This design comes from an exercise in tuning for small area on the open sky130 flow, not from production work. Only simulation tests tie the RTL to the original design; equivalence was not proved. No activity file was given, so power comes from the tool's default toggle rates.

`flow/design.v`:
```
package rv_pkg;
    localparam logic [6:0] OP_RTYPE = 7'b0110011;
    localparam logic [6:0] F7_BASE  = 7'b0000000;
    localparam logic [6:0] F7_ALT   = 7'b0100000;
    localparam logic [2:0] F3_ADD   = 3'b000;
    localparam logic [2:0] F3_AND   = 3'b111;
    localparam logic [2:0] F3_OR    = 3'b110;
    localparam logic [2:0] F3_XOR   = 3'b100;
    localparam int OPC_LSB = 0;
    localparam int RD_LSB  = 7;
    localparam int F3_LSB  = 12;
    localparam int RS1_LSB = 15;
    localparam int RS2_LSB = 20;
    localparam int F7_LSB  = 25;
    typedef enum logic [2:0] {
        ALU_ADD,
        ALU_SUB,
        ALU_AND,
        ALU_OR,
        ALU_XOR,
        ALU_ILLEGAL
    } alu_op_t;
    function automatic rv_pkg::alu_op_t decode_op(input logic [31:0] w);
        logic [9:0] key;
        rv_pkg::alu_op_t    op;
        key = {w[rv_pkg::F7_LSB +: 7], w[rv_pkg::F3_LSB +: 3]};
        op  = rv_pkg::ALU_ILLEGAL;
        if (w[rv_pkg::OPC_LSB +: 7] == rv_pkg::OP_RTYPE) begin
            case (key)
                {rv_pkg::F7_BASE, rv_pkg::F3_ADD}: op = rv_pkg::ALU_ADD;
                {rv_pkg::F7_ALT,  rv_pkg::F3_ADD}: op = rv_pkg::ALU_SUB;
                {rv_pkg::F7_BASE, rv_pkg::F3_AND}: op = rv_pkg::ALU_AND;
                {rv_pkg::F7_BASE, rv_pkg::F3_OR }: op = rv_pkg::ALU_OR;
                {rv_pkg::F7_BASE, rv_pkg::F3_XOR}: op = rv_pkg::ALU_XOR;
                default:           op = rv_pkg::ALU_ILLEGAL;
            endcase
        end
        decode_op = op;
    endfunction
endpackage
module rv_regfile #(
    parameter int XLEN = 32
) (
    input  logic            clk,
    input  logic            we,
    input  logic [4:0]      waddr,
    input  logic [XLEN-1:0] wdata,
    input  logic [4:0]      raddr1,
    input  logic [4:0]      raddr2,
    output logic [XLEN-1:0] rdata1,
    output logic [XLEN-1:0] rdata2
);
    logic [XLEN-1:0] mem_q [1:31];
    logic [31:0]     wsel, rsel1, rsel2;
    assign wsel  = we ? (32'd1 << waddr) : 32'd0;
    assign rsel1 = 32'd1 << raddr1;
    assign rsel2 = 32'd1 << raddr2;
    for (genvar i = 1; i < 32; i++) begin : g_reg
        always_ff @(posedge clk) begin
            if (wsel[i]) begin
                mem_q[i] <= wdata;
            end
        end
    end
    always_comb begin
        rdata1 = '0;
        rdata2 = '0;
        for (int i = 1; i < 32; i++) begin
            rdata1 = rdata1 | ({XLEN{rsel1[i]}} & mem_q[i]);
            rdata2 = rdata2 | ({XLEN{rsel2[i]}} & mem_q[i]);
        end
    end
endmodule
module rv_decode_issue
#(
    parameter int XLEN         = 32,
    parameter int INFLIGHT_MAX = 4
) (
    input  logic            clk,
    input  logic            rst_n,
    input  logic            instr_valid,
    input  logic [31:0]     instr,
    output logic            instr_ready,
    input  logic            wb_en,
    input  logic [4:0]      wb_rd,
    input  logic [XLEN-1:0] wb_data,
    output logic            issue_valid,
    output logic [6:0]      OPCODE,
    output logic [6:0]      FUNC7,
    output logic [2:0]      FUNC3,
    output logic [XLEN-1:0] OP1,
    output logic [XLEN-1:0] OP2,
    output logic [4:0]      issue_rd,
    output logic            illegal_instr
);
    logic [4:0]  rd, rs1, rs2;
    logic        legal, hazard, room, take;
    logic [31:0] wb_mask, busy_live, rd_mask;
    logic [31:1] busy_q;
    logic [2:0]  count_q;
    logic        valid_q, illegal_q;
    logic [4:0]  rd_q, rs1_q, rs2_q;
    logic [2:0]  func3_q;
    logic        sub_q;
    assign rd    = instr[rv_pkg::RD_LSB +: 5];
    assign rs1   = instr[rv_pkg::RS1_LSB +: 5];
    assign rs2   = instr[rv_pkg::RS2_LSB +: 5];
    assign legal = rv_pkg::decode_op(instr) != rv_pkg::ALU_ILLEGAL;
    rv_regfile #(.XLEN(XLEN)) u_rf (
        .clk    (clk),
        .we     (wb_en),
        .waddr  (wb_rd),
        .wdata  (wb_data),
        .raddr1 (rs1_q),
        .raddr2 (rs2_q),
        .rdata1 (OP1),
        .rdata2 (OP2)
    );
    assign wb_mask   = wb_en ? (32'd1 << wb_rd) : 32'd0;
    assign busy_live = {busy_q, 1'b0} & ~wb_mask;
    assign rd_mask   = 32'd1 << rd;
    assign hazard    = busy_live[rs1] | busy_live[rs2] | busy_live[rd];
    assign room      = !count_q[2] | wb_en;
    assign instr_ready = rst_n & (!legal | (!hazard & room));
    assign take        = instr_valid & legal & !hazard & room;
    always_ff @(posedge clk or negedge rst_n) begin
        if (!rst_n) begin
            busy_q    <= '0;
            count_q   <= '0;
            valid_q   <= 1'b0;
            illegal_q <= 1'b0;
        end else begin
            busy_q    <= busy_live[31:1] | ({31{take}} & rd_mask[31:1]);
            if (take && !wb_en) begin
                count_q <= count_q + 3'd1;
            end else if (!take && wb_en && (count_q != 3'd0)) begin
                count_q <= count_q - 3'd1;
            end
            valid_q   <= take;
            illegal_q <= instr_valid & !legal;
        end
    end
    always_ff @(posedge clk) begin
        rd_q    <= rd;
        rs1_q   <= rs1;
        rs2_q   <= rs2;
        func3_q <= instr[rv_pkg::F3_LSB +: 3];
        sub_q   <= instr[rv_pkg::F7_LSB + 5];
    end
    assign issue_valid   = valid_q;
    assign illegal_instr = illegal_q;
    assign OPCODE        = rv_pkg::OP_RTYPE;
    assign FUNC7         = {1'b0, sub_q, 5'b0};
    assign FUNC3         = func3_q;
    assign issue_rd      = rd_q;
endmodule
```
`flow/run.sh`:
```
#!/bin/bash
# synth_recipe.tcl (not shown) runs the flow's synth.tcl, then flattens the netlist and writes it again
# the make line also repeats each setting of config.mk as NAME=value (left out here)
make -C /OpenROAD-flow-scripts/flow DESIGN_CONFIG=/design/flow/config.mk WORK_HOME=/design/flow/orfs CLKGATE_MAP_FILE= SYNTH_SCRIPT=/design/flow/synth_recipe.tcl finish
```
`flow/config.mk`:
```
export PLATFORM = sky130hd
export DESIGN_NAME = rv_decode_issue
export DESIGN_NICKNAME = rv_decode_issue
export VERILOG_FILES = /design/flow/design.v
export SDC_FILE = /design/flow/constraint.sdc
export NUM_CORES = 4
export LEC_CHECK = 0
export CAP_MARGIN = 20
export CORE_MARGIN = 2
export CORE_UTILIZATION = 40
export SLEW_MARGIN = 20
```
`flow/constraint.sdc`:
```
create_clock -name core_clock -period 5.0 [get_ports {clk}]
set_input_delay 1.0000 -clock core_clock [delete_from_list [all_inputs] [get_ports {clk}]]
set_output_delay 1.0000 -clock core_clock [all_outputs]
set_load 0.01 [all_outputs]
```
==> impl_metrics.csv, run 1 <==
group,metric,value,unit
drt,wl,219000,um
placement,dp_slack,-0.254,ns
logic_synthesis,synth_top_area_share,68.0,%
layout,layout-drive-gt1-share,19.0,%
global_route,use_met3,16.3,%
cts,clock_latency,0.72,ns
drt,firstDrtPassIters,14,
cts,cts_buffers,108,
layout,fillers,9086,
cts,cts_hold_buf,0,
logic_synthesis,synth-main-ff-cell,"edfxtp_1",
setup_path,setup.worst_path.start_class,"register",
pwr,p_int,14900,uW
setup_path,crit_required,4.00,ns
logic_synthesis,syn_area,0.0438,mm^2
floorplan,fp.dieArea,0.112,mm^2
global_route,grt_start_max_net_pins,37,
global_route,antenna_found_initial,9,
hold_path,hp-class,"input port to asynchronous set/reset pin",
cts,clk_pin_slew,0.06,ns
placement,portBuffers,148,
sta,rsz0062_at_grt,"false",
pwr,p_switching,4550,uW
placement,dp_hpwl,123000,um
floorplan,die_w,335,um
pwr,total_power,19500,uW
drt,vias,37800,
pwr,sequentialPowerShare,50.4,%
run_status,status,"failed layout checks",
setup_path,worstSetupPathType,"register to output port",
floorplan,die_y,335,um
cts,cts-root-buf,"clkbuf_16",
drt,antenna_left,0,
logic_synthesis,ys_seq_area_share,70.9,%
layout,syn_to_final_growth,23.1,%
layout,layout_common_cells,"edfxtp_1, a22oi_1, buf_4",
floorplan,rows,121,
sta,clock.fmax,198,MHz
pwr,power_density,361,mW/mm^2
logic_synthesis,synth_top_cell_by_area,"edfxtp_1",
drt,post-route-drc-count,0,
pwr,p_clk_share,42.4,%
layout,register_area,0.0311,mm^2
global_route,grt_use_total,38.0,%
setup_path,worst-endpoint-arrival,4.04,ns
run_status,check.faults,"setup timing",
sta,hold_violations,0,
layout,layoutNonFillerInstCount,4840,
setup_path,crit_fanout,18,
global_route,globalRouteMet2Util,53.2,%
layout,multi_input_area,0.0126,mm^2
floorplan,start_util,40.3,%
cts,cts_buffer_depth,3,
floorplan,pin_count,162,
sta,fin_setup_tns,-0.120,ns
pwr,ir_drop,0.000335,V
logic_synthesis,async_flop_share,3.44,%
pwr,power.leakage,0.0174,uW
drt,wl_per_cell,45.3,um
layout,nets,3401,
sta,slew_viol_final,0,
logic_synthesis,synthCells,2931,
drt,vias_per_cell,7.82,
pwr,switching_share,23.3,%
layout,layout_commonest_cell,"edfxtp_1",
logic_synthesis,synth_area_per_cell,15.0,um^2
placement,post-place-cells,4572,
cts,h-tree-depth,3,
global_route,grt_pass1_vias,35800,
global_route,grt_pass1_wl,293000,um
cts,tritoncts,"built",
sta,worst_slack,-0.0404,ns
logic_synthesis,yosys_warnings,3,
pwr,combPwrFrac,7.2,%
global_route,met1_usage,48.2,%
logic_synthesis,ys_types,69,
global_route,top_usage_layer,"met2",
setup_path,end_kind,"output port",
floorplan,core,0.109,mm^2
job,max_cap_violations,0,
sta,fin_crit_sh,101,%
global_route,overflow,0,
sta,finalClockSkew,0.0211,ns
sta,worst_slew_pin_slew,1.16,ns
placement,gp_congestion,0.979,
drt,drt_iter0_drc,10100,
logic_synthesis,ys_seq_elements,1047,
logic_synthesis,synth-edff-count,992,
sta,layout_min_cycle_time,5.04,ns
sta,setup_viol,4,
sta,relSlewSlack,22.9,%
logic_synthesis,synth_area_leaders,"edfxtp_1, a22oi_1, a221oi_1",
cts,cts.sinks,1047,
stage by stage:
step / instance area [um^2] / hold slack [ns] / util (%)
final: 53900 / 0.366 / 49.6
after global routing: 53900 / 0.397 / 49.6
after CTS: 53500 / 0.381 / 49.2
after detailed placement: 49700 / 0.621 / 45.7
after global placement: 49600 / 0.597 / 45.6
after floorplan: 43900 / 0.473 / -
cell usage after synthesis, types with 7 or more instances:
| library cell | n |
|---|---|
| a22o_1 | 137 |
| nand2_1 | 29 |
| edfxtp_1 | 992 |
| nor3_1 | 8 |
| o21ai_0 | 22 |
| nor2_1 | 110 |
| mux2i_1 | 7 |
| buf_2 | 8 |
| dfxtp_1 | 19 |
| or4_1 | 53 |
| clkbuf_1 | 204 |
| o211ai_1 | 16 |
| a221oi_1 | 140 |
| nand3b_1 | 7 |
| dfrtp_1 | 36 |
| or3_1 | 15 |
| a21oi_1 | 7 |
| a222oi_1 | 64 |
| buf_4 | 17 |
| nand4_1 | 92 |
| buf_1 | 9 |
| nand3_1 | 169 |
| o21ai_1 | 9 |
| o31ai_1 | 33 |
| a22oi_1 | 625 |
| nand2b_1 | 13 |
cells by family after synthesis:
group | share of synthesized area (%)
AOI/OAI and AO/OA | 19.6
adders and majority gates | 0.0457
DFF | 70.9
other | 0.0171
xor gates and xnor gates | 0.0200
and+or+nand+nor | 6.77
buffers and inverters | 2.26
muxes | 0.417
timing repair:
action                                  4_1_cts  5_1_grt
endpoints found under the setup margin       56       35
setup buffers                                24       33
pin swaps                                     8        9
resized for setup                             9       17
worst paths after layout:
check | to | start | depth (start not counted) | slack (ns)
min reg2reg | count_q[1]$_DFFE_PN0P_ | count_q[1]$_DFFE_PN0P_ | 1 | 0.63
min | busy_q[6]$_DFF_PN0_ | rst_n | 2 | 0.37
max | OP2[26] | rs2_q[0]$_DFF_P_ | 8 | -0.04
max in group asynchronous | busy_q[27]$_DFF_PN0_ | rst_n | 2 | 4.26
max reg2reg | count_q[1]$_DFFE_PN0P_ | busy_q[14]$_DFF_PN0_ | 13 | 1.56
min in group core_clock | count_q[1]$_DFFE_PN0P_ | count_q[1]$_DFFE_PN0P_ | 1 | 0.63
critical path, cell delays in order, from the launching register on:
cell,delay [ns]
dfxtp_1,0.50
or2_2,0.43
nor2_4,0.20
buf_12,0.26
buf_4,0.21
a222oi_1,0.40
nand3_1,0.13
or4_1,0.61
clkdlybuf4s50_1,0.53
cell type report:
class | count | area share [%]
timing repair buffer | 513 | 9.12
antenna | 8 | 0.0371
multi-input combinational | 1651 | 23.3
inverter | 6 | 0.0417
clock buffer | 133 | 5.22
tap | 1414 | 3.28
clock inverter | 68 | 1.41
sequential | 1047 | 57.6
flip-flops by register name, summed over array words and instances, names as in the netlist:
signal      cells
illegal_q       1
valid_q         1
sub_q           1
u_rf.mem_q    992
rs2_q           5
count_q         3
busy_q         31
func3_q         3
rs1_q           5
rd_q            5
power by group through the flow:
stage | Clock, uW | Combinational (uW) | Sequential [uW]
final | 8270 | 1410 | 9810
after floorplan | 0 | 503 | 9960
after CTS | 8270 | 1340 | 9810
after detailed placement | 0 | 1330 | 9990
after global placement | 0 | 1310 | 9990
after global routing | 8580 | 1440 | 9820
routing by layer:
metal | share of wire (%) | vias to the layer above | routed length (um)
met5 | 0.037 | - | 80
met2 | 41 | 4798 | 88800
met3 | 18 | 1282 | 39400
li1 | - | 13500 | -
met1 | 33 | 18300 | 72600
met4 | 8.3 | 6 | 18200
==> run 2, diff against run 1 <==
--- a/flow/design.v
+++ b/flow/design.v
@@ -44,4 +44,3 @@
     input  logic            clk,
-    input  logic            we,
-    input  logic [4:0]      waddr,
+    input  logic [31:1]     wsel,
     input  logic [XLEN-1:0] wdata,
@@ -53,4 +52,3 @@
     logic [XLEN-1:0] mem_q [1:31];
-    logic [31:0]     wsel, rsel1, rsel2;
-    assign wsel  = we ? (32'd1 << waddr) : 32'd0;
+    logic [31:0]     rsel1, rsel2;
     assign rsel1 = 32'd1 << raddr1;
@@ -64,10 +62,55 @@
     end
-    always_comb begin
-        rdata1 = '0;
-        rdata2 = '0;
-        for (int i = 1; i < 32; i++) begin
-            rdata1 = rdata1 | ({XLEN{rsel1[i]}} & mem_q[i]);
-            rdata2 = rdata2 | ({XLEN{rsel2[i]}} & mem_q[i]);
+    for (genvar b = 0; b < XLEN; b++) begin : g_rd
+        logic [31:1] col;
+        for (genvar i = 1; i < 32; i++) begin : g_col
+            assign col[i] = mem_q[i][b];
         end
+        rv_rf_rbit u_r1 (.d(col), .sel(rsel1[31:1]), .y(rdata1[b]));
+        rv_rf_rbit u_r2 (.d(col), .sel(rsel2[31:1]), .y(rdata2[b]));
     end
+endmodule
+module rv_rf_rbit (
+    input  logic [31:1] d,
+    input  logic [31:1] sel,
+    output logic        y
+);
+    logic [10:0] g_n;
+    logic [2:0]  h;
+    for (genvar k = 0; k < 10; k++) begin : g_aoi
+        rv_aoi222 u_aoi (
+            .a0(d[3*k+1]), .b0(sel[3*k+1]),
+            .a1(d[3*k+2]), .b1(sel[3*k+2]),
+            .a2(d[3*k+3]), .b2(sel[3*k+3]),
+            .y (g_n[k])
+        );
+    end
+    rv_nand2 u_n31 (.a(d[31]), .b(sel[31]), .y(g_n[10]));
+    rv_nand4 u_h0 (.a(g_n[0]), .b(g_n[1]), .c(g_n[2]),  .d(g_n[3]), .y(h[0]));
+    rv_nand4 u_h1 (.a(g_n[4]), .b(g_n[5]), .c(g_n[6]),  .d(g_n[7]), .y(h[1]));
+    rv_nand3 u_h2 (.a(g_n[8]), .b(g_n[9]), .c(g_n[10]), .y(h[2]));
+    assign y = |h;
+endmodule
+module rv_aoi222 (
+    input  logic a0, b0, a1, b1, a2, b2,
+    output logic y
+);
+    assign y = !((a0 & b0) | (a1 & b1) | (a2 & b2));
+endmodule
+module rv_nand2 (
+    input  logic a, b,
+    output logic y
+);
+    assign y = !(a & b);
+endmodule
+module rv_nand3 (
+    input  logic a, b, c,
+    output logic y
+);
+    assign y = !(a & b & c);
+endmodule
+module rv_nand4 (
+    input  logic a, b, c, d,
+    output logic y
+);
+    assign y = !(a & b & c & d);
 endmodule
@@ -110,4 +153,3 @@
         .clk    (clk),
-        .we     (wb_en),
-        .waddr  (wb_rd),
+        .wsel   (wb_mask[31:1]),
         .wdata  (wb_data),
==> flow/flow/run.sh (new file) <==
#!/bin/bash
set -o pipefail
export CTS_ARGS="-sink_clustering_enable -sink_clustering_size 16 -sink_clustering_max_diameter 80 -repair_clock_nets -dont_use_dummy_load -buf_list {sky130_fd_sc_hd__clkbuf_4 sky130_fd_sc_hd__clkbuf_8}"
export BUFFER_PORTS_ARGS="-buffer_cell sky130_fd_sc_hd__buf_1"
bash standard.sh > standard.log 2>&1
==> flow/standard.sh (new file) <==
#!/bin/bash
# synth_recipe.tcl (not shown) runs the flow's synth.tcl, then flattens the netlist and writes it again
# the make line also repeats each setting of config.mk as NAME=value (left out here)
make -C /OpenROAD-flow-scripts/flow DESIGN_CONFIG=/design/flow/config.mk WORK_HOME=/design/flow/orfs CLKGATE_MAP_FILE= SYNTH_SCRIPT=/design/flow/synth_recipe.tcl "${@:-finish}"
--- a/flow/config.mk
+++ b/flow/config.mk
@@ -8,4 +8,9 @@
 export CAP_MARGIN = 20
+export CELL_PAD_IN_SITES_DETAIL_PLACEMENT = 1
+export CELL_PAD_IN_SITES_GLOBAL_PLACEMENT = 1
 export CORE_MARGIN = 2
 export CORE_UTILIZATION = 40
+export PLACE_DENSITY = 0.55
+export SETUP_SLACK_MARGIN = 0.05
 export SLEW_MARGIN = 20
+export SYNTH_HIERARCHICAL = 1
removed: flow/run.sh
==> run 2 against run 1 <==
Effect of this change: the run now finishes clean; count of clock-buffer cells in the layout is 57 lower; synthesized cell count is 17% lower; sequential power hardly changed; largest cell class unchanged; design area is 12% lower; setup slack better by 0.21 ns; wire length is 21% lower; final cell count is 13% lower; core utilization is 3.9 points lower; via count is 18% lower.
==> impl_metrics.csv, run 2 <==
group,metric,value,unit
floorplan,rows,118,
cts,clock_latency,0.74,ns
sta,clock.fmax,207,MHz
setup_path,worst-endpoint-arrival,3.83,ns
cts,tritoncts,"built",
layout,top_regs,"u_rf.mem_q (992), busy_q (31)",
logic_synthesis,synth_top_area_share,71.3,%
setup_path,crit_required,4.00,ns
cts,cts-root-buf,"clkbuf_8",
setup_path,end_kind,"output port",
sta,setup_viol,0,
floorplan,start_util,40.4,%
layout,largest_reg_flops,992,
floorplan,die_w,327,um
pwr,power.leakage,0.0145,uW
drt,drt_iter0_drc,6785,
layout,layout_common_cells,"edfxtp_1, a222oi_1, buf_4",
drt,firstDrtPassIters,14,
cts,clk_pin_slew,0.09,ns
drt,vias_per_cell,7.33,
layout,syn_to_final_growth,13.4,%
pwr,ir_drop,0.000178,V
sta,hold_violations,0,
logic_synthesis,async_flop_share,3.44,%
drt,wl_per_cell,41.0,um
floorplan,fp.dieArea,0.107,mm^2
logic_synthesis,ys_seq_area_share,74.4,%
layout,layout_commonest_cell,"edfxtp_1",
logic_synthesis,synth_top_cell_by_area,"edfxtp_1",
placement,dpl_cell_area,0.0462,mm^2
floorplan,core,0.103,mm^2
sta,worst_slew_pin_slew,1.16,ns
logic_synthesis,ys_types,68,
global_route,antenna_found_initial,7,
setup_path,setup.worst_path.start_class,"register",
cts,cts.sinks,1047,
logic_synthesis,synth_area_leaders,"edfxtp_1, a222oi_1, dfrtp_1",
logic_synthesis,ys_seq_elements,1047,
global_route,grt_pass1_wl,239000,um
sta,fin_crit_sh,96.6,%
drt,antenna_left,0,
setup_path,slowest_stage,"nand2b_1",
global_route,grt_use_total,31.5,%
setup_path,slowest_delay,0.67,ns
cts,h-tree-depth,3,
placement,dp_hpwl,104000,um
placement,portBuffers,148,
global_route,grt_pass1_vias,31500,
layout,final_area,0.0474,mm^2
setup_path,worstSetupPathType,"register to output port",
logic_synthesis,synth_common_cells,"edfxtp_1, a222oi_1, nand4_1",
logic_synthesis,syn_area,0.0418,mm^2
setup_path,crit_chain,"nand2b_1 -> nor2_4 -> buf_12 -> a222oi_1 -> nand4_1 -> or3_1 -> buf_1",
placement,gp_congestion,0.931,
hold_path,hp-class,"input port to register",
job,max_cap_violations,0,
run_status,status,"complete, no violations",
logic_synthesis,synth-edff-count,992,
cts,cts_buffers,76,
cts,cts_buffer_depth,3,
sta,finalClockSkew,0.0427,ns
floorplan,die_y,327,um
logic_synthesis,synthCells,2433,
layout,nets,2908,
logic_synthesis,synth-main-ff-cell,"edfxtp_1",
setup_path,crit_fanout,19,
logic_synthesis,synth_area_per_cell,17.2,um^2
logic_synthesis,yosysMostFrequentCell,"edfxtp_1",
global_route,grt_start_max_net_pins,37,
sta,rsz0062_at_grt,"false",
drt,wl,173000,um
pwr,power_density,320,mW/mm^2
drt,post-route-drc-count,0,
sta,layout_min_cycle_time,4.83,ns
sta,slew_viol_final,0,
global_route,overflow,0,
layout,layout-drive-gt1-share,14.8,%
drt,vias,30900,
sta,fin_setup_tns,0,ns
floorplan,pin_count,162,
logic_synthesis,yosys_warnings,9,
cts,cts_setup_buffers,0,
layout,top_register,"u_rf.mem_q",
sta,relSlewSlack,22.6,%
run 2: cell types whose count changed in the layout (fill, tap and decap cells not counted), moves of 52 or more:
cell / delta
or4_1: -52
a22o_1: -137
a22oi_1: -619
clkbuf_8: +76
clkdlybuf4s50_1: -142
buf_4: -109
a221oi_1: -137
or3_1: +52
buf_1: +142
nand2_1: +55
clkbuf_16: -109
nand3_1: -94
a222oi_1: +577
run 2: layout make-up:
cell class	instances	area, um^2
well taps	1380	1730
flip-flops and latches	1047	31100
inverters	13	48.8
repair buffers	360	2290
diodes	6	15.0
clock buffers	76	1050
multi-input cells	1336	11200
fillers	9945	56100
run 2: logic make-up (layout without fill, tap and decap cells):
kind of cell,count (synthesis),after routing,synth area share (%)
multiplexers,17,17,0.413
AO/OA/AOI/OAI,775,775,17.6
buffers and inverters,61,449,0.746
other,2,19,0.0180
flip-flops,1047,1047,74.4
AND/OR/NAND/NOR,528,528,6.79
adder cells (fa/ha/maj),1,1,0.0479
XOR/XNOR,2,2,0.0419
run 2: worst paths after layout:
| kind | from | endpoint | slack [ns] | cells past startpoint |
|---|---|---|---|---|
| max | rs2_q[1]$_DFF_P_ | OP2[8] | 0.17 | 7 |
| min | instr[12] | func3_q[0]$_DFF_P_ | 0.38 | 1 |
| max reg2reg | busy_q[2]$_DFF_PN0_ | count_q[1]$_DFFE_PN0P_ | 1.58 | 12 |
| min reg2reg | busy_q[25]$_DFF_PN0_ | busy_q[25]$_DFF_PN0_ | 0.62 | 2 |
| max in group asynchronous | rst_n | busy_q[3]$_DFF_PN0_ | 4.17 | 2 |
| min in group asynchronous | rst_n | busy_q[10]$_DFF_PN0_ | 0.44 | 2 |
run 2: report_power, final:
group | total, uW | switching [uW] | internal, uW
clock network | 4100 | 2730 | 1370
logic | 1260 | 918 | 339
registers | 9780 | 79.0 | 9700
run 2: per-layer routing:
metal	track usage, %	vias up	wire length, um
met3	4.99	325	18200
met5	0	-	13
li1	-	12300	-
met2	50.6	2118	80600
met1	42.8	16100	66600
met4	13.5	2	7690
run 2: stage by stage:
stage	worst slack [ns]	hold slack [ns]	total power [uW]	std cells	util, %
2_1_floorplan	0.154	0.496	10400	2444	-
6_report	0.168	0.379	15100	4218	45.8
3_5_place_dp	0.0542	0.618	11200	4134	44.6
3_3_place_gp	0.0757	0.626	11200	4132	44.6
5_1_grt	0.0491	0.379	15500	4213	45.7
4_1_cts	0.105	0.324	15200	4210	45.7
run 2: modules after synthesis (local to each module, per instance), excerpt:
module	cells inside	area (um^2)
rv_aoi222	1	10.0
rv_decode_issue	389	3380
rv_nand2	1	3.75
rv_nand3	1	5.00
rv_nand4	1	6.26
rv_rf_rbit	1	6.26
run 2: what timing repair did:
item	4_1_cts	5_1_grt
hold buffers	0	0
endpoints found under the setup margin	0	1
resized for setup	0	12
run 2: critical path: cells and delay by family (launching register included):
family,cells,cell delay [ns]
and+or+nand+nor,4,1.81
buffers and inverters,2,0.42
AOI/OAI and AO/OA,1,0.42
DFF,1,0.43
==> run 3, diff against run 2 <==
==> flow/flow/run.sh (replaced) <==
#!/bin/bash
set -o pipefail
export CTS_ARGS="-sink_clustering_enable -sink_clustering_size 17 -sink_clustering_max_diameter 80 -repair_clock_nets -dont_use_dummy_load -buf_list {sky130_fd_sc_hd__clkbuf_4 sky130_fd_sc_hd__clkbuf_8}"
export BUFFER_PORTS_ARGS="-buffer_cell sky130_fd_sc_hd__buf_1"
bash standard.sh > standard.log 2>&1
==> run 3 against run 2 <==
Effect of this change: core utilization hardly changed; count of clock-buffer cells in the layout shrank 3; global-route usage about the same; power is 0.53% lower; first-iteration DRC count rose by 0.69%; sequential cell count is the same; sequential share of layout area increased by 0.054 points; maximum frequency about the same; design area about the same; synthesized cell count did not move; register-to-register slack barely moved; die area did not move; largest power group unchanged; highest routed layer unchanged.
==> impl_metrics.csv, run 3 <==
group,metric,value,unit
drt,m1WireLength,67400,um
layout,largest_reg_flops,992,
cts,cts-root-buf,"clkbuf_8",
cts,cts.sinks,1047,
logic_synthesis,async_flop_share,3.44,%
setup_path,slowest_stage,"nand2_1",
logic_synthesis,synth-main-ff-cell,"edfxtp_1",
run_status,status,"complete, no violations",
global_route,grt_pass1_wl,240000,um
drt,vias_per_cell,7.38,
setup_path,setup.worst_path.start_class,"register",
placement,gp_congestion,0.931,
pwr,power.leakage,0.0145,uW
global_route,antenna_found_initial,7,
setup_path,crit_fanout,32,
setup_path,crit_chain,"nand2_1 -> nor2_4 -> buf_4 -> a222oi_1 -> nand4_1 -> or3_1 -> buf_1",
layout,top_regs,"u_rf.mem_q (992), busy_q (31)",
placement,dpl_cell_area,0.0462,mm^2
drt,antenna_left,0,
layout,final_area,0.0473,mm^2
sta,slew_viol_final,0,
floorplan,core,0.103,mm^2
sta,rsz0062_at_grt,"false",
global_route,grt_start_max_net_pins,37,
global_route,grt_pass1_vias,31600,
sta,hold_ws,0.414,ns
global_route,overflow,0,
layout,syn_to_final_growth,13.3,%
cts,postCtsResizedCells,0,
setup_path,worst-endpoint-arrival,3.83,ns
floorplan,fp.dieArea,0.107,mm^2
logic_synthesis,ys_seq_area_share,74.4,%
cts,cts_buffers,73,
drt,met3WireLength,16900,um
sta,clock.fmax,207,MHz
floorplan,die_w,327,um
global_route,grt_use_total,31.6,%
sta,finalClockSkew,0.0493,ns
sta,worst_slack,0.172,ns
cts,tritoncts,"built",
cts,cts_hold_buf,0,
job,max_cap_violations,0,
floorplan,start_util,40.4,%
cts,cts_buffer_depth,3,
logic_synthesis,ys_seq_elements,1047,
setup_path,crit_buf_inv,2,
logic_synthesis,yosysMostFrequentCell,"edfxtp_1",
setup_path,critical_path.top_delay_family,"simple AND/OR/NAND/NOR gates",
pwr,ir_drop,0.000186,V
logic_synthesis,syn_area,0.0418,mm^2
logic_synthesis,ys_types,68,
pwr,sequentialPowerShare,64.9,%
sta,worst_slew_pin_slew,1.13,ns
setup_path,crit_required,4.00,ns
placement,dp_slack,0.0542,ns
pwr,p_int,11400,uW
logic_synthesis,synth_common_cells,"edfxtp_1, a222oi_1, nand4_1",
floorplan,die_y,327,um
placement,post-place-cells,4134,
pwr,switching_share,24.6,%
pwr,power_density,318,mW/mm^2
floorplan,rows,118,
layout,nets,2905,
sta,hold_violations,0,
sta,setup_viol,0,
logic_synthesis,synthCells,2433,
drt,post-route-drc-count,0,
setup_path,slowest_delay,0.63,ns
pwr,p_switching,3700,uW
layout,layoutNonFillerInstCount,4216,
drt,wl_met2,80300,um
logic_synthesis,synth_top_area_share,71.3,%
drt,drt_iter0_drc,6832,
drt,vias,31100,
cts,clk_pin_slew,0.08,ns
placement,portBuffers,148,
cts,cts_setup_buffers,0,
cts,clock_latency,0.73,ns
cts,h-tree-depth,3,
drt,highest_layer,"met5",
layout,layout_commonest_cell,"edfxtp_1",
layout,top_register,"u_rf.mem_q",
sta,layout_min_cycle_time,4.83,ns
logic_synthesis,synth_area_per_cell,17.2,um^2
logic_synthesis,synth_top_cell_by_area,"edfxtp_1",
setup_path,worstSetupPathType,"register to output port",
hold_path,hp-class,"input port to register",
drt,wl_per_cell,41.1,um
layout,layout_common_cells,"edfxtp_1, a222oi_1, buf_4",
placement,dp_hpwl,104000,um
floorplan,pin_count,162,
drt,wl,173000,um
pwr,p_clk_share,26.7,%
logic_synthesis,synth_area_leaders,"edfxtp_1, a222oi_1, dfrtp_1",
sta,fin_crit_sh,96.6,%
logic_synthesis,synth-edff-count,992,
logic_synthesis,yosys_warnings,9,
drt,firstDrtPassIters,11,
setup_path,end_kind,"output port",
layout,layout-drive-gt1-share,14.7,%
pwr,combPwrFrac,8.3,%
sta,fin_setup_tns,0,ns
sta,relSlewSlack,24.3,%
## run 3: cell families after synthesis
logic type	Yosys count	share of synthesized area [%]
xor+xnor	2	0.0419
fa+ha+maj	1	0.0479
mux	17	0.413
compound gates	775	17.6
other cells	2	0.0180
simple gates	528	6.79
flops	1047	74.4
buf+inv	61	0.746
## run 3: final cells by class
type,instances,area (um^2)
sequential,1047,31100
clock buffer,73,1000
inverter,13,48.8
multi-input combinational,1336,11200
antenna,7,17.5
fill,9963,56200
tap,1380,1730
timing repair buffer,360,2290
## run 3: power groups by stage
stage	Clock (uW)	Combinational [uW]	Sequential [uW]
5_1_grt	4370	1300	9800
2_1_floorplan	0	484	9960
4_1_cts	4120	1240	9780
3_3_place_gp	0	1210	9970
3_5_place_dp	0	1230	9980
6_report	4020	1260	9780
## run 3: final timing paths
| check | from | endpoint | slack, ns | cells after the start |
|---|---|---|---|---|
| worst max register to register | busy_q[2]$_DFF_PN0_ | count_q[1]$_DFFE_PN0P_ | 1.58 | 12 |
| worst min register to register | busy_q[25]$_DFF_PN0_ | busy_q[25]$_DFF_PN0_ | 0.62 | 2 |
| worst min-delay path | instr[12] | func3_q[0]$_DFF_P_ | 0.41 | 1 |
| max in group asynchronous | rst_n | busy_q[1]$_DFF_PN0_ | 4.12 | 2 |
| worst max-delay path | rs1_q[2]$_DFF_P_ | OP1[31] | 0.17 | 7 |
| min in group asynchronous | rst_n | busy_q[10]$_DFF_PN0_ | 0.44 | 2 |
## run 3: modules after synthesis (local to each module, per instance), a selection
module,copies in the design,flip-flops and latches,area (um^2)
rv_nand2,64,0,3.75
rv_decode_issue,1,55,3380
rv_rf_rbit,64,0,6.26
rv_nand3,64,0,5.00
rv_aoi222,640,0,10.0
rv_nand4,128,0,6.26
## run 3: per-stage QoR
stage	util [%]	power, uW
3_3_place_gp	44.6	11200
3_5_place_dp	44.6	11200
4_1_cts	45.6	15100
5_1_grt	45.7	15500
6_report	45.7	15100
2_1_floorplan	-	10400
## run 3: routing by layer
metal  vias to the layer above  track usage (%)
li1                      12300                -
met1                     16300             42.8
met2                      2073             50.2
met3                       360             5.17
met4                         2             14.1
met5                         -                0
==> run 4, diff against run 3 <==
--- a/flow/config.mk
+++ b/flow/config.mk
@@ -13,3 +13,3 @@
 export PLACE_DENSITY = 0.55
-export SETUP_SLACK_MARGIN = 0.05
+export SETUP_SLACK_MARGIN = 0
 export SLEW_MARGIN = 20
==> run 4 against run 3 <==
Effect of this change: largest cell class unchanged; core utilization down 0.088 points; largest power group unchanged; maximum frequency down 1.3%; die area unchanged; critical path type unchanged; clock skew up 0.017 ns; sequential power about the same; still clean on timing, DRC and antenna; hold slack better by 0.0062 ns; final cell count about the same; sequential cell count unchanged; highest routed layer is now met4; combinational power about the same.
==> impl_metrics.csv, run 4 <==
group,metric,value,unit
run_status,status,"complete, no violations",
job,max_cap_violations,0,
cts,postCtsResizedCells,0,
layout,top_regs,"u_rf.mem_q (992), busy_q (31)",
sta,setup_viol,0,
layout,layout_commonest_cell,"edfxtp_1",
logic_synthesis,synth_area_per_cell,17.2,um^2
global_route,grt_pass1_vias,31500,
global_route,met1_usage,41.6,%
drt,antenna_left,0,
cts,clock_latency,0.75,ns
cts,cts.sinks,1047,
layout,largest_reg_flops,992,
logic_synthesis,synthCells,2433,
logic_synthesis,ys_types,68,
floorplan,fp.dieArea,0.107,mm^2
logic_synthesis,syn_area,0.0418,mm^2
global_route,grt_start_max_net_pins,37,
drt,vias,31000,
setup_path,setup.worst_path.start_class,"register",
floorplan,core,0.103,mm^2
logic_synthesis,yosys_warnings,9,
sta,hold_violations,0,
sta,worst_slew_pin_slew,1.09,ns
drt,post-route-drc-count,0,
placement,dp_hpwl,104000,um
setup_path,worstSetupPathType,"register to output port",
sta,fin_setup_tns,0,ns
layout,layout_common_cells,"edfxtp_1, a222oi_1, buf_4",
setup_path,worstReg2RegStart,"busy_q[6]$_DFF_PN0_",
cts,cts_setup_buffers,0,
logic_synthesis,synth_area_leaders,"edfxtp_1, a222oi_1, dfrtp_1",
sta,clock.fmax,204,MHz
sta,slew_viol_final,0,
layout,syn_to_final_growth,13.0,%
sta,relSlewSlack,27.5,%
placement,dpl_cell_area,0.0462,mm^2
floorplan,start_util,40.4,%
setup_path,end_kind,"output port",
logic_synthesis,synth-main-ff-cell,"edfxtp_1",
layout,nets,2906,
sta,layout_min_cycle_time,4.89,ns
global_route,top_usage_layer,"met2",
layout,top_register,"u_rf.mem_q",
floorplan,die_y,327,um
global_route,grt_use_total,31.0,%
setup_path,reg2reg_slack,1.57,ns
setup_path,reg2reg_depth,12,
global_route,grt_pass1_wl,236000,um
drt,wl,171000,um
pwr,power_density,320,mW/mm^2
drt,vias_per_cell,7.35,
pwr,ir_drop,0.000170,V
sta,rsz0062_at_grt,"false",
logic_synthesis,ys_seq_area_share,74.4,%
layout,final_area,0.0472,mm^2
logic_synthesis,synth-edff-count,992,
drt,firstDrtPassIters,13,
sta,fin_crit_sh,97.8,%
placement,gp_congestion,0.932,
setup_path,worst-endpoint-arrival,3.89,ns
logic_synthesis,yosysMostFrequentCell,"edfxtp_1",
layout,layout-drive-gt1-share,14.4,%
drt,wl_per_cell,40.5,um
hold_path,hp-class,"input port to asynchronous set/reset pin",
cts,tritoncts,"built",
global_route,antenna_found_initial,2,
cts,cts-root-buf,"clkbuf_8",
logic_synthesis,ys_seq_elements,1047,
logic_synthesis,synth_top_cell_by_area,"edfxtp_1",
setup_path,crit_required,4.00,ns
setup_path,rr_endpoint,"count_q[2]$_DFFE_PN0P_",
cts,cts_buffers,75,
floorplan,pin_count,162,
logic_synthesis,async_flop_share,3.44,%
cts,h-tree-depth,3,
setup_path,crit_fanout,11,
global_route,globalRouteMet2Util,49.9,%
sta,finalClockSkew,0.0663,ns
cts,cts_buffer_depth,3,
global_route,use_met3,4.77,%
cts,clk_pin_slew,0.11,ns
floorplan,rows,118,
logic_synthesis,synth_top_area_share,71.3,%
global_route,overflow,0,
placement,portBuffers,148,
cts,cts_hold_buf,0,
logic_synthesis,synth_common_cells,"edfxtp_1, a222oi_1, nand4_1",
floorplan,die_w,327,um
pwr,power.leakage,0.0145,uW
drt,drt_iter0_drc,6619,
## run 4: cell counts after synthesis
Identical to the previous run, type by type.
## run 4: area by class of cell
cell class                      count  area, um^2
Tap cell                         1380        1730
Antenna cell                        8        20.0
Clock buffer                       75        1030
Timing Repair Buffer              359        2200
Fill cell                       10000       56300
Inverter                           13        48.8
Sequential cell                  1047       31100
Multi-Input combinational cell   1336       11100
## run 4: where the power goes
group          switching (uW)  total (uW)  leakage, uW  internal (uW)
Clock                    2730        4080     0.000539           1350
Combinational             911        1250      0.00437            338
Sequential               78.9        9780      0.00959           9700
## run 4: worst max-delay path, stage by stage, from the launching register on
cell and delay, ns:
dfxtp_1 0.49, nand3b_1 0.54, nor2_4 0.22, buf_4 0.26, a222oi_1 0.49, nand4_1 0.37, or3_1 0.57, buf_1 0.18
## run 4: worst max path at each step
| stage | cells after the start | endpoint | start |
|---|---|---|---|
| 2_1_floorplan | 14 | count_q[2]$_DFFE_PN0P_ | wb_rd[3] |
| 3_3_place_gp | 14 | count_q[2]$_DFFE_PN0P_ | wb_rd[2] |
| 3_5_place_dp | 15 | count_q[2]$_DFFE_PN0P_ | wb_en |
| 4_1_cts | 11 | instr_ready | wb_en |
| 5_1_grt | 10 | instr_ready | wb_rd[2] |
| 6_report | 7 | OP1[8] | rs1_q[4]$_DFF_P_ |
## run 4: modules after synthesis, one instance, submodules excluded, excerpt
module	cells	flip-flops and latches	cell area [um^2]
rv_aoi222	1	0	10.0
rv_decode_issue	389	55	3380
rv_rf_rbit	1	0	6.26
rv_nand4	1	0	6.26
rv_nand3	1	0	5.00
rv_nand2	1	0	3.75
## run 4: metal layers
metal | share of wire, % | vias up | wire, um
li1 | - | 12300 | -
met1 | 39 | 16200 | 65800
met2 | 47 | 2102 | 80300
met3 | 9.5 | 370 | 16200
met4 | 5.0 | 0 | 8530
met5 | 0 | - | 0
## run 4: kinds of logic after synthesis
logic type,share of synthesized area (%)
AOI/OAI and AO/OA,17.6
xor gates and xnor gates,0.0419
adders and majority gates,0.0479
buffers and inverters,0.746
DFF,74.4
muxes,0.413
other,0.0180
and+or+nand+nor,6.79
## run 4: through the flow
stage | util (%) | hold WS [ns] | worst slack, ns | instances | power, uW
after floorplan | - | 0.496 | 0.0291 | 2444 | 10400
after global placement | 44.6 | 0.609 | 0.163 | 4135 | 11200
after detailed placement | 44.6 | 0.612 | -0.0251 | 4135 | 11200
after CTS | 45.6 | 0.366 | 0.118 | 4210 | 15200
after global routing | 45.6 | 0.393 | 0.00955 | 4211 | 15500
final | 45.6 | 0.420 | 0.108 | 4218 | 15100
==> run 5, diff against run 4 <==
--- a/flow/design.v
+++ b/flow/design.v
@@ -46,4 +46,6 @@
     input  logic [XLEN-1:0] wdata,
-    input  logic [4:0]      raddr1,
-    input  logic [4:0]      raddr2,
+    input  logic [7:0]      rhi1_n,
+    input  logic [3:0]      rlo1_n,
+    input  logic [7:0]      rhi2_n,
+    input  logic [3:0]      rlo2_n,
     output logic [XLEN-1:0] rdata1,
@@ -53,4 +55,6 @@
     logic [31:0]     rsel1, rsel2;
-    assign rsel1 = 32'd1 << raddr1;
-    assign rsel2 = 32'd1 << raddr2;
+    for (genvar i = 0; i < 32; i++) begin : g_rsel
+        assign rsel1[i] = !(rhi1_n[i/4] | rlo1_n[i%4]);
+        assign rsel2[i] = !(rhi2_n[i/4] | rlo2_n[i%4]);
+    end
     for (genvar i = 1; i < 32; i++) begin : g_reg
@@ -144,3 +148,7 @@
     logic        valid_q, illegal_q;
-    logic [4:0]  rd_q, rs1_q, rs2_q;
+    logic [4:0]  rd_q;
+    logic [7:0]  rs1_hi_n_q, rs2_hi_n_q;
+    logic [3:0]  rs1_lo_n_q, rs2_lo_n_q;
+    logic [7:0]  rs1_hi_n, rs2_hi_n;
+    logic [3:0]  rs1_lo_n, rs2_lo_n;
     logic [2:0]  func3_q;
@@ -151,2 +159,4 @@
     assign legal = rv_pkg::decode_op(instr) != rv_pkg::ALU_ILLEGAL;
+    rv_predec u_pd1 (.a(rs1), .hi_n(rs1_hi_n), .lo_n(rs1_lo_n));
+    rv_predec u_pd2 (.a(rs2), .hi_n(rs2_hi_n), .lo_n(rs2_lo_n));
     rv_regfile #(.XLEN(XLEN)) u_rf (
@@ -155,4 +165,6 @@
         .wdata  (wb_data),
-        .raddr1 (rs1_q),
-        .raddr2 (rs2_q),
+        .rhi1_n (rs1_hi_n_q),
+        .rlo1_n (rs1_lo_n_q),
+        .rhi2_n (rs2_hi_n_q),
+        .rlo2_n (rs2_lo_n_q),
         .rdata1 (OP1),
@@ -186,4 +198,6 @@
         rd_q    <= rd;
-        rs1_q   <= rs1;
-        rs2_q   <= rs2;
+        rs1_hi_n_q <= rs1_hi_n;
+        rs1_lo_n_q <= rs1_lo_n;
+        rs2_hi_n_q <= rs2_hi_n;
+        rs2_lo_n_q <= rs2_lo_n;
         func3_q <= instr[rv_pkg::F3_LSB +: 3];
@@ -198 +212,9 @@
 endmodule
+module rv_predec (
+    input  logic [4:0] a,
+    output logic [7:0] hi_n,
+    output logic [3:0] lo_n
+);
+    assign hi_n = ~(8'd1 << a[4:2]);
+    assign lo_n = ~(4'd1 << a[1:0]);
+endmodule
==> flow/flow/run.sh (replaced) <==
#!/bin/bash
set -o pipefail
export CTS_ARGS="-sink_clustering_enable -sink_clustering_size 14 -sink_clustering_max_diameter 60 -repair_clock_nets -dont_use_dummy_load -buf_list {sky130_fd_sc_hd__clkbuf_4 sky130_fd_sc_hd__clkbuf_8}"
export BUFFER_PORTS_ARGS="-buffer_cell sky130_fd_sc_hd__buf_1"
bash standard.sh > standard.log 2>&1
--- a/flow/config.mk
+++ b/flow/config.mk
@@ -13,3 +13,3 @@
 export PLACE_DENSITY = 0.55
-export SETUP_SLACK_MARGIN = 0
+export SETUP_SLACK_MARGIN = 0.1
 export SLEW_MARGIN = 20
==> run 5 against run 4 <==
Effect of this change: register-to-register slack gained 0.04 ns; core utilization is 0.37 points higher; highest routed layer unchanged; synthesized cell count is 0.58% higher; critical path depth is 1 lower; sequential cell count grew 14; critical endpoint is now OP2[8]; clock skew shrank 0.012 ns.
==> impl_metrics.csv, run 5 <==
group,metric,value,unit
setup_path,reg2reg_slack,1.61,ns
placement,portBuffers,148,
sta,relSlewSlack,15.5,%
layout,register_area,0.0314,mm^2
sta,fin_crit_sh,95.7,%
cts,cts_buffers,105,
cts,h-tree-depth,3,
setup_path,rr_endpoint,"count_q[2]$_DFFE_PN0P_",
drt,antenna_left,0,
pwr,p_int,12000,uW
floorplan,die_w,328,um
pwr,combPwrFrac,7.8,%
sta,fin_setup_tns,0,ns
sta,slew_viol_final,0,
setup_path,crit_required,4.00,ns
logic_synthesis,synth_area_leaders,"edfxtp_1, a222oi_1, dfrtp_1",
sta,hold_violations,0,
layout,layoutNonFillerInstCount,4244,
drt,vias,31300,
logic_synthesis,ys_seq_area_share,74.5,%
logic_synthesis,async_flop_share,3.39,%
logic_synthesis,synthCells,2447,
global_route,grt_pass1_vias,31400,
logic_synthesis,synth_top_cell_by_area,"edfxtp_1",
sta,setup_viol,0,
layout,multi_input_area,0.0112,mm^2
sta,clock.fmax,209,MHz
drt,wl,172000,um
layout,layout_common_cells,"edfxtp_1, a222oi_1, buf_4",
drt,post-route-drc-count,0,
pwr,power.leakage,0.0147,uW
setup_path,worst-endpoint-arrival,3.78,ns
pwr,power_density,332,mW/mm^2
logic_synthesis,synth_area_per_cell,17.2,um^2
placement,post-place-cells,4126,
cts,cts_buffer_depth,3,
pwr,switching_share,24.3,%
logic_synthesis,syn_area,0.0421,mm^2
layout,top_register,"u_rf.mem_q",
sta,worst_slew_pin_slew,1.26,ns
layout,layout-drive-gt1-share,14.8,%
floorplan,start_util,40.5,%
sta,finalClockSkew,0.0541,ns
logic_synthesis,yosys_warnings,9,
setup_path,reg2reg_depth,11,
floorplan,pin_count,162,
floorplan,fp.dieArea,0.108,mm^2
job,max_cap_violations,0,
cts,clk_pin_slew,0.09,ns
run_status,status,"complete, no violations",
setup_path,worstSetupPathType,"register to output port",
cts,cts-root-buf,"clkbuf_8",
pwr,sequentialPowerShare,62.5,%
layout,nets,2931,
sta,layout_min_cycle_time,4.78,ns
drt,drt_iter0_drc,6572,
setup_path,crit_chain,"nor2_4 -> buf_4 -> a222oi_1 -> nand4_1 -> or3_1 -> buf_1",
layout,finish.utilization,46.0,%
cts,cts.sinks,1061,
floorplan,die_y,328,um
global_route,grt_pass1_wl,237000,um
layout,fillers,10100,
logic_synthesis,synth_common_cells,"edfxtp_1, a222oi_1, nand4_1",
setup_path,crit_buf_inv,2,
layout,syn_to_final_growth,13.6,%
floorplan,core,0.104,mm^2
pwr,total_power,15900,uW
pwr,p_switching,3860,uW
logic_synthesis,synth_top_area_share,70.8,%
sta,rsz0062_at_grt,"false",
global_route,grt_start_max_net_pins,38,
layout,largest_reg_flops,992,
logic_synthesis,synth-edff-count,992,
setup_path,crit_fanout,19,
pwr,p_clk_share,29.8,%
logic_synthesis,ys_seq_elements,1061,
global_route,antenna_found_initial,7,
global_route,grt_use_total,31.0,%
pwr,ir_drop,0.000172,V
hold_path,hp-class,"input port to asynchronous set/reset pin",
drt,firstDrtPassIters,10,
floorplan,rows,118,
logic_synthesis,yosysMostFrequentCell,"edfxtp_1",
cts,tritoncts,"built",
drt,wl_per_cell,40.5,um
layout,layout_commonest_cell,"edfxtp_1",
layout,top_regs,"u_rf.mem_q (992), busy_q (31)",
sta,hold_ws,0.316,ns
setup_path,worstReg2RegStart,"busy_q[7]$_DFF_PN0_",
drt,vias_per_cell,7.36,
setup_path,end_kind,"output port",
setup_path,slowest_stage,"dfxtp_1",
setup_path,critical_path.top_delay_family,"simple AND/OR/NAND/NOR gates",
setup_path,setup.worst_path.start_class,"register",
global_route,overflow,0,
cts,clock_latency,0.76,ns
logic_synthesis,ys_types,68,
logic_synthesis,synth-main-ff-cell,"edfxtp_1",
placement,dp_hpwl,107000,um
setup_path,slowest_delay,0.84,ns
placement,gp_congestion,0.963,
[run 5: cells by family (layout without fill, tap and decap cells)]
group,Yosys count,count (layout),share of synthesized area (%)
AOI/OAI and AO/OA,775,775,17.4
xor gates and xnor gates,2,2,0.0416
adders and majority gates,1,1,0.0476
buffers and inverters,61,458,0.847
DFF,1061,1061,74.5
muxes,17,17,0.410
other,2,22,0.0178
and+or+nand+nor,528,528,6.71
[run 5: power by group through the flow]
stage                     registers, uW  logic (uW)  clock network [uW]
after floorplan                   10100         482                   0
after global placement            10100        1190                   0
after detailed placement          10100        1210                   0
after CTS                          9910        1220                4810
after global routing               9930        1270                5080
final                              9920        1240                4720
[run 5: per-layer routing]
| metal | share of wire [%] | vias up | GRT usage, % |
|---|---|---|---|
| met1 | 39 | 16300 | 41.8 |
| met5 | 0 | - | 0 |
| met2 | 47 | 2155 | 49.5 |
| met3 | 9.6 | 408 | 4.86 |
| met4 | 5.2 | 0 | 14.1 |
| li1 | - | 12400 | - |
[run 5: stage by stage]
step | setup slack [ns] | cell area (um^2)
3_5_place_dp | 0.00862 | 46200
2_1_floorplan | 0.154 | 42200
5_1_grt | 0.101 | 47800
4_1_cts | 0.121 | 47700
6_report | 0.217 | 47800
3_3_place_gp | 0.120 | 46200
[run 5: timing repair]
action,in CTS,in global routing
gates cloned,0,0
setup buffers,0,2
resized for setup,1,21
setup endpoints to repair,1,1
hold buffers,0,0
pin swaps,0,4
[run 5: Yosys stat by module (local to each module, per instance), excerpt]
module | flops+latches | cells inside
rv_decode_issue | 69 | 403
rv_predec | 0 | 12
rv_aoi222 | 0 | 1
rv_nand4 | 0 | 1
rv_rf_rbit | 0 | 1
rv_nand3 | 0 | 1
rv_nand2 | 0 | 1
[run 5: worst max-delay path by stage]
stage | start | to | slack (ns) | depth (start not counted)
final | rs2_lo_n_q[3]$_DFF_P_ | OP2[8] | 0.22 | 6
after global routing | wb_rd[2] | instr_ready | 0.10 | 10
after CTS | wb_rd[1] | instr_ready | 0.12 | 11
after detailed placement | wb_rd[2] | count_q[2]$_DFFE_PN0P_ | 0.009 | 13
after global placement | wb_rd[2] | count_q[2]$_DFFE_PN0P_ | 0.12 | 13
after floorplan | wb_rd[2] | count_q[2]$_DFFE_PN0P_ | 0.15 | 14
[run 5: layout make-up]
class                      count  share of cell area [%]
multi-input combinational   1336                    23.3
inverter                      13                   0.102
tap                         1380                    3.61
antenna                        9                  0.0471
sequential                  1061                    65.6
clock buffer                 105                    3.02
timing repair buffer         340                    4.31
==> run 6, diff against run 5 <==
==> flow/flow/run.sh (replaced) <==
#!/bin/bash
set -o pipefail
export CTS_ARGS="-sink_clustering_enable -sink_clustering_size 16 -sink_clustering_max_diameter 80 -repair_clock_nets -dont_use_dummy_load -buf_list {sky130_fd_sc_hd__clkbuf_4 sky130_fd_sc_hd__clkbuf_8}"
export BUFFER_PORTS_ARGS="-buffer_cell sky130_fd_sc_hd__buf_1"
bash standard.sh > standard.log 2>&1
--- a/flow/config.mk
+++ b/flow/config.mk
@@ -13,3 +13,3 @@
 export PLACE_DENSITY = 0.55
-export SETUP_SLACK_MARGIN = 0.1
+export SETUP_SLACK_MARGIN = 0.05
 export SLEW_MARGIN = 20
==> run 6 against run 5 <==
Effect of this change: synthesized cell count unchanged; combinational power about the same; clock skew increased by 0.00088 ns; wire length decreased by 0.26%; setup slack got worse by 0.067 ns; non-clock buffer count unchanged; synthesized area unchanged; still clean on timing, DRC and antenna; final cell count decreased by 0.61%; sequential power about the same; hold slack improved by 0.035 ns; register-to-register slack got worse by 0.02 ns; maximum frequency decreased by 1.4%; highest routed layer unchanged.
==> impl_metrics.csv, run 6 <==
group,metric,value,unit
placement,dp_slack,0.00862,ns
setup_path,crit_required,4.00,ns
setup_path,reg2reg_depth,11,
logic_synthesis,syn_area,0.0421,mm^2
layout,layout_common_cells,"edfxtp_1, a222oi_1, buf_4",
placement,portBuffers,148,
cts,cts.sinks,1061,
cts,clock_latency,0.72,ns
logic_synthesis,synth_common_cells,"edfxtp_1, a222oi_1, nand4_1",
logic_synthesis,synth-main-ff-cell,"edfxtp_1",
drt,vias,30900,
sta,fin_setup_tns,0,ns
layout,top_regs,"u_rf.mem_q (992), busy_q (31)",
sta,layout_min_cycle_time,4.85,ns
setup_path,worst-endpoint-arrival,3.85,ns
global_route,overflow,0,
drt,drt_iter0_drc,6714,
drt,antenna_left,0,
logic_synthesis,synth_area_leaders,"edfxtp_1, a222oi_1, dfrtp_1",
layout,layout-drive-gt1-share,13.8,%
logic_synthesis,yosys_warnings,9,
drt,vias_per_cell,7.33,
placement,dp_hpwl,107000,um
sta,worst_slack,0.150,ns
logic_synthesis,ys_types,68,
logic_synthesis,synth-edff-count,992,
global_route,grt_pass1_wl,237000,um
cts,cts_buffers,78,
cts,h-tree-depth,3,
setup_path,slowest_delay,0.69,ns
cts,tritoncts,"built",
sta,worst_slew_pin_slew,1.25,ns
drt,firstDrtPassIters,14,
layout,layout_commonest_cell,"edfxtp_1",
cts,cts-root-buf,"clkbuf_8",
floorplan,die_w,328,um
global_route,grt_start_max_net_pins,38,
setup_path,setup.worst_path.start_class,"input port",
job,max_cap_violations,0,
logic_synthesis,ys_seq_elements,1061,
pwr,p_switching,3740,uW
floorplan,rows,118,
sta,relSlewSlack,16.4,%
setup_path,slowest_stage,"or4b_4",
sta,hold_violations,0,
logic_synthesis,ys_seq_area_share,74.5,%
pwr,p_int,11600,uW
cts,cts_buffer_depth,3,
drt,wl,171000,um
setup_path,critical_path.top_delay_family,"simple AND/OR/NAND/NOR gates",
floorplan,core,0.104,mm^2
pwr,power_density,322,mW/mm^2
pwr,power.leakage,0.0145,uW
sta,rsz0062_at_grt,"false",
setup_path,worstSetupPathType,"input port to output port",
sta,setup_viol,0,
floorplan,pin_count,162,
setup_path,crit_buf_inv,2,
floorplan,die_y,328,um
drt,wl_per_cell,40.6,um
setup_path,crit_fanout,10,
floorplan,start_util,40.5,%
hold_path,hp-class,"input port to asynchronous set/reset pin",
pwr,combPwrFrac,8.0,%
setup_path,crit_chain,"buf_1 -> or4b_4 -> o21ai_2 -> o22ai_1 -> nor3_1 -> a311oi_1 -> a2111oi_4 -> or2b_1 -> a21boi_0 -> buf_1",
drt,post-route-drc-count,0,
setup_path,end_kind,"output port",
layout,syn_to_final_growth,12.7,%
cts,clk_pin_slew,0.11,ns
sta,fin_crit_sh,97.0,%
sta,slew_viol_final,0,
pwr,sequentialPowerShare,64.8,%
setup_path,worstReg2RegStart,"busy_q[7]$_DFF_PN0_",
setup_path,rr_endpoint,"count_q[2]$_DFFE_PN0P_",
floorplan,fp.dieArea,0.108,mm^2
layout,top_register,"u_rf.mem_q",
run_status,status,"complete, no violations",
sta,finalClockSkew,0.0550,ns
pwr,p_clk_share,27.1,%
layout,largest_reg_flops,992,
global_route,antenna_found_initial,9,
logic_synthesis,yosysMostFrequentCell,"edfxtp_1",
setup_path,reg2reg_slack,1.59,ns
logic_synthesis,synth_top_cell_by_area,"edfxtp_1",
layout,nets,2904,
logic_synthesis,synthCells,2447,
logic_synthesis,synth_top_area_share,70.8,%
logic_synthesis,async_flop_share,3.39,%
pwr,switching_share,24.4,%
placement,gp_congestion,0.963,
global_route,grt_use_total,30.9,%
logic_synthesis,synth_area_per_cell,17.2,um^2
sta,clock.fmax,206,MHz
global_route,grt_pass1_vias,31100,
setup_path,timing.critical_path.mode_cell,"buf_1",
pwr,ir_drop,0.000219,V
## run 6: cell counts after synthesis
No cell type changed its count.
## run 6: power by group through the flow
stage | clock network [uW] | registers (uW) | logic [uW]
detailed placement | 0 | 10100 | 1210
CTS | 4250 | 9910 | 1220
global placement | 0 | 10100 | 1190
global route | 4510 | 9930 | 1270
finish | 4150 | 9910 | 1230
floorplan | 0 | 10100 | 482
## run 6: per-module statistics from Yosys (local to each module, per instance), a selection
module,area [um^2],flip-flops and latches,times used,cells
rv_predec,82.6,0,2,12
rv_decode_issue,3660,69,1,403
rv_nand4,6.26,0,128,1
rv_nand2,3.75,0,64,1
rv_nand3,5.00,0,64,1
rv_aoi222,10.0,0,640,1
rv_rf_rbit,6.26,0,64,1
## run 6: how the worst max path moves through the flow
stage / startpoint / to / depth (start not counted)
6_report: wb_rd[2] / instr_ready / 10
5_1_grt: wb_rd[3] / instr_ready / 12
4_1_cts: wb_rd[2] / instr_ready / 10
3_5_place_dp: wb_rd[2] / count_q[2]$_DFFE_PN0P_ / 13
3_3_place_gp: wb_rd[2] / count_q[2]$_DFFE_PN0P_ / 13
2_1_floorplan: wb_rd[2] / count_q[2]$_DFFE_PN0P_ / 14
## run 6: area by class of cell
type	count	area, um^2
inverter	13	48.8
fill	10100	56500
timing repair buffer	340	2070
tap	1380	1730
sequential	1061	31400
antenna	10	25.0
multi-input combinational	1336	11100
clock buffer	78	1070
## run 6: repair_timing
item,in CTS,in global routing
setup buffers,0,1
endpoints found under the hold margin,0,0
hold buffers,0,0
setup endpoints to repair,0,1
resized for setup,0,14
## run 6: per-layer routing
metal  share of wire (%)  vias up  track usage, %
li1                    -    12300               -
met1                  39    16100            41.9
met2                  47     2202            49.5
met3                 9.8      312            4.97
met4                 4.8        0            13.5
met5                   0        -               0
## run 6: worst register-to-register path: stages, from the launching register on
cell and delay, ns:
dfrtp_1 0.41, o21ai_1 0.17, o22ai_1 0.15, nor3_1 0.34, a311oi_1 0.15, a2111oi_4 0.50
and4b_1 0.27, nand2_1 0.09, fa_1 0.42, or4_1 0.49, o221a_2 0.25, o21ai_0 0.07
## run 6: kinds of logic after synthesis
logic type / count (synthesis) / synth area share, %
buf+inv: 61 / 0.847
simple gates: 528 / 6.71
fa+ha+maj: 1 / 0.0476
mux: 17 / 0.410
flops: 1061 / 74.5
other cells: 2 / 0.0178
compound gates: 775 / 17.4
xor+xnor: 2 / 0.0416
## run 6: stage by stage
stage	cell area (um^2)	utilization, %	hold slack (ns)	power, uW	instances
floorplan	42200	-	0.496	10600	2458
global placement	46200	44.4	0.590	11300	4124
detailed placement	46200	44.5	0.604	11300	4126
CTS	47300	45.5	0.294	15400	4204
global route	47400	45.6	0.336	15700	4209
finish	47400	45.6	0.351	15300	4218
==> run 7, diff against run 6 <==
--- a/flow/config.mk
+++ b/flow/config.mk
@@ -11,4 +11,4 @@
 export CORE_MARGIN = 2
-export CORE_UTILIZATION = 40
-export PLACE_DENSITY = 0.55
+export CORE_UTILIZATION = 48
+export PLACE_DENSITY = 0.62
 export SETUP_SLACK_MARGIN = 0.05
==> run 7 against run 6 <==
Effect of this change: power is 0.25% lower; highest routed layer is now met5; final cell count is 5.5% lower; clock skew is 0.016 ns lower; register-to-register slack better by 0.06 ns; largest power group unchanged.
==> impl_metrics.csv, run 7 <==
group,metric,value,unit
sta,slew_viol_final,0,
layout,syn_to_final_growth,12.3,%
sta,clock.fmax,203,MHz
layout,layout_common_cells,"edfxtp_1, a222oi_1, buf_4",
sta,worst_slack,0.0753,ns
cts,cts.sinks,1061,
setup_path,reg2reg_slack,1.65,ns
floorplan,rows,108,
layout,final_area,0.0473,mm^2
logic_synthesis,synth_top_area_share,70.8,%
global_route,grt_use_total,36.4,%
layout,fillers,8048,
setup_path,end_kind,"output port",
floorplan,die_y,300,um
logic_synthesis,async_flop_share,3.39,%
pwr,total_power,15300,uW
run_status,status,"complete, no violations",
setup_path,worstSetupPathType,"register to output port",
layout,largest_reg_flops,992,
drt,wl_met2,77500,um
setup_path,worst-endpoint-arrival,3.92,ns
sta,hold_violations,0,
floorplan,fp.dieArea,0.0901,mm^2
logic_synthesis,ys_types,68,
drt,vias,31500,
placement,portBuffers,148,
floorplan,start_util,48.4,%
job,max_cap_violations,0,
logic_synthesis,synth_area_leaders,"edfxtp_1, a222oi_1, dfrtp_1",
setup_path,worstReg2RegStart,"busy_q[3]$_DFF_PN0_",
logic_synthesis,synth_common_cells,"edfxtp_1, a222oi_1, nand4_1",
logic_synthesis,yosys_warnings,9,
pwr,ir_drop,0.000229,V
sta,rsz0062_at_grt,"false",
logic_synthesis,synth-edff-count,992,
cts,clk_pin_slew,0.11,ns
placement,dp_slack,-0.127,ns
sta,fin_crit_sh,98.5,%
sta,worst_slew_pin_slew,1.24,ns
drt,wl,167000,um
cts,cts_buffers,77,
drt,post-route-drc-count,0,
cts,cts_hold_buf,0,
floorplan,pin_count,162,
drt,highest_layer,"met5",
logic_synthesis,synthCells,2447,
sta,hold_ws,0.377,ns
layout,top_register,"u_rf.mem_q",
global_route,grt_pass1_wl,234000,um
placement,dp_hpwl,103000,um
global_route,overflow,0,
pwr,power.leakage,0.0146,uW
drt,m1WireLength,61500,um
drt,drt_iter0_drc,7351,
sta,relSlewSlack,17.3,%
layout,top_regs,"u_rf.mem_q (992), busy_q (31)",
sta,setup_viol,0,
setup_path,crit_fanout,17,
floorplan,core,0.0869,mm^2
logic_synthesis,ys_seq_area_share,74.5,%
logic_synthesis,synth_area_per_cell,17.2,um^2
layout,layout_commonest_cell,"edfxtp_1",
cts,tritoncts,"built",
sta,layout_min_cycle_time,4.92,ns
placement,gp_congestion,0.881,
setup_path,setup.worst_path.start_class,"register",
logic_synthesis,synth-main-ff-cell,"edfxtp_1",
layout,nets,2902,
placement,dpl_cell_area,0.0461,mm^2
drt,firstDrtPassIters,15,
cts,clock_latency,0.69,ns
cts,h-tree-depth,3,
sta,finalClockSkew,0.0387,ns
drt,vias_per_cell,7.91,
pwr,power_density,323,mW/mm^2
logic_synthesis,ys_seq_elements,1061,
drt,met3WireLength,19300,um
setup_path,rr_endpoint,"count_q[2]$_DFFE_PN0P_",
drt,antenna_left,0,
global_route,antenna_found_initial,5,
global_route,grt_start_max_net_pins,38,
cts,cts-root-buf,"clkbuf_8",
logic_synthesis,syn_area,0.0421,mm^2
drt,wl_per_cell,42.0,um
global_route,grt_pass1_vias,31800,
setup_path,reg2reg_depth,12,
setup_path,crit_required,4.00,ns
floorplan,die_w,300,um
cts,cts_buffer_depth,3,
logic_synthesis,yosysMostFrequentCell,"edfxtp_1",
hold_path,hp-class,"input port to asynchronous set/reset pin",
layout,layout-drive-gt1-share,13.7,%
logic_synthesis,synth_top_cell_by_area,"edfxtp_1",
[run 7: cell types whose count changed in the layout (fill, tap and decap cells not counted), sizes merged]
cell / previous run / this run
diode: 10 / 3
buf: 339 / 337
[run 7: critical path: stages (launching register included)]
cell	delay, ns
dfxtp_1	0.95
nor2_4	0.32
buf_4	0.36
a222oi_1	0.40
nand4_1	0.49
or3_1	0.54
buf_1	0.16
[run 7: timing repair]
item,4_1_cts,5_1_grt
setup buffers,0,0
resized for setup,0,10
endpoints found under the setup margin,0,1
[run 7: logic make-up after synthesis]
family | count (synthesis) | synth area share, %
flip-flops | 1061 | 74.5
AO/OA/AOI/OAI | 775 | 17.4
AND/OR/NAND/NOR | 528 | 6.71
buffers and inverters | 61 | 0.847
multiplexers | 17 | 0.410
other | 2 | 0.0178
XOR/XNOR | 2 | 0.0416
adder cells (fa/ha/maj) | 1 | 0.0476
[run 7: final cells by class]
type                       instances  area [um^2]  share of cell area (%)
antenna                            3         7.51                  0.0159
clock buffer                      77         1060                    2.24
inverter                          13         48.8                   0.103
multi-input combinational       1336        11100                    23.5
sequential                      1061        31400                    66.3
tap                             1155         1450                    3.06
timing repair buffer             339         2220                    4.69
[run 7: per-module statistics from Yosys (local to each module, per instance), a selection]
module           times used  cell area [um^2]
rv_predec                 2              82.6
rv_aoi222               640              10.0
rv_rf_rbit               64              6.26
rv_decode_issue           1              3660
rv_nand2                 64              3.75
rv_nand4                128              6.26
rv_nand3                 64              5.00
[run 7: where the power goes]
group / internal [uW] / total [uW] / leakage [uW] / switching [uW]
Combinational: 335 / 1220 / 0.00430 / 882
Sequential: 9820 / 9920 / 0.00970 / 98.2
Clock: 1390 / 4120 / 0.000554 / 2730
[run 7: worst max-delay path by stage]
stage	startpoint	endpoint	depth (start not counted)
finish	rs1_lo_n_q[3]$_DFF_P_	OP1[25]	6
global route	wb_en	instr_ready	12
CTS	wb_rd[3]	instr_ready	11
detailed placement	wb_rd[3]	count_q[2]$_DFFE_PN0P_	15
global placement	wb_rd[3]	count_q[2]$_DFFE_PN0P_	15
floorplan	wb_rd[2]	count_q[2]$_DFFE_PN0P_	14
[run 7: stage by stage]
| step | cells | util (%) | setup TNS (ns) |
|---|---|---|---|
| finish | 3984 | 54.4 | 0 |
| CTS | 3979 | 54.3 | 0 |
| global placement | 3894 | 52.8 | -0.0274 |
| detailed placement | 3902 | 53.1 | -0.127 |
| floorplan | 2458 | - | 0 |
| global route | 3982 | 54.4 | 0 |
[run 7: layer usage]
layer | track usage, % | vias up
li1 | - | 12300
met1 | 49.0 | 16300
met2 | 57.6 | 2457
met3 | 6.03 | 377
met4 | 18.1 | 8
met5 | 0 | -

-- afterwards: timing with drivers on the ports --
How much do the figures lean on ideal ports? The routed layouts below were timed once more, with nothing changed but the port constraints.
Step 1 (the two cells are an assumption about what drives the block):
set clk [get_ports {clk}]
set_driving_cell -lib_cell sky130_fd_sc_hd__clkbuf_16 $clk
set_driving_cell -lib_cell sky130_fd_sc_hd__buf_2 [delete_from_list [all_inputs] $clk]
Step 2 moves the port delays by t, midway between the first and last clock arrival at a register: inputs arrive t later, outputs are due t later. That takes back most of the time a late clock gives input paths.
Three values: ideal, step 1, step 2; two values: the first two.
run	t, ns	slack for setup (ns)	worst setup path after step 2	slew at the worst register clock pin (ns)
run 1	0.788	-0.040 / -0.109 / -0.045	input to register	0.07 / 0.07
run 2	0.802	0.168 / 0.099 / 0.138	input to register	0.11 / 0.11
run 3	0.791	0.172 / 0.104 / 0.129	input to register	0.12 / 0.12
run 4	0.806	0.108 / 0.040 / 0.036	input to register	0.11 / 0.11
run 5	0.827	0.217 / 0.150 / 0.120	input to register	0.10 / 0.10
run 6	0.792	0.150 / 0.120 / 0.056	input to register	0.11 / 0.11
run 7	0.769	0.075 / 0.005 / 0.005	input to register	0.11 / 0.11
For run 5, which loses most, drivers alone change the setup slack by -0.067 ns; drivers and shift together by -0.097 ns.
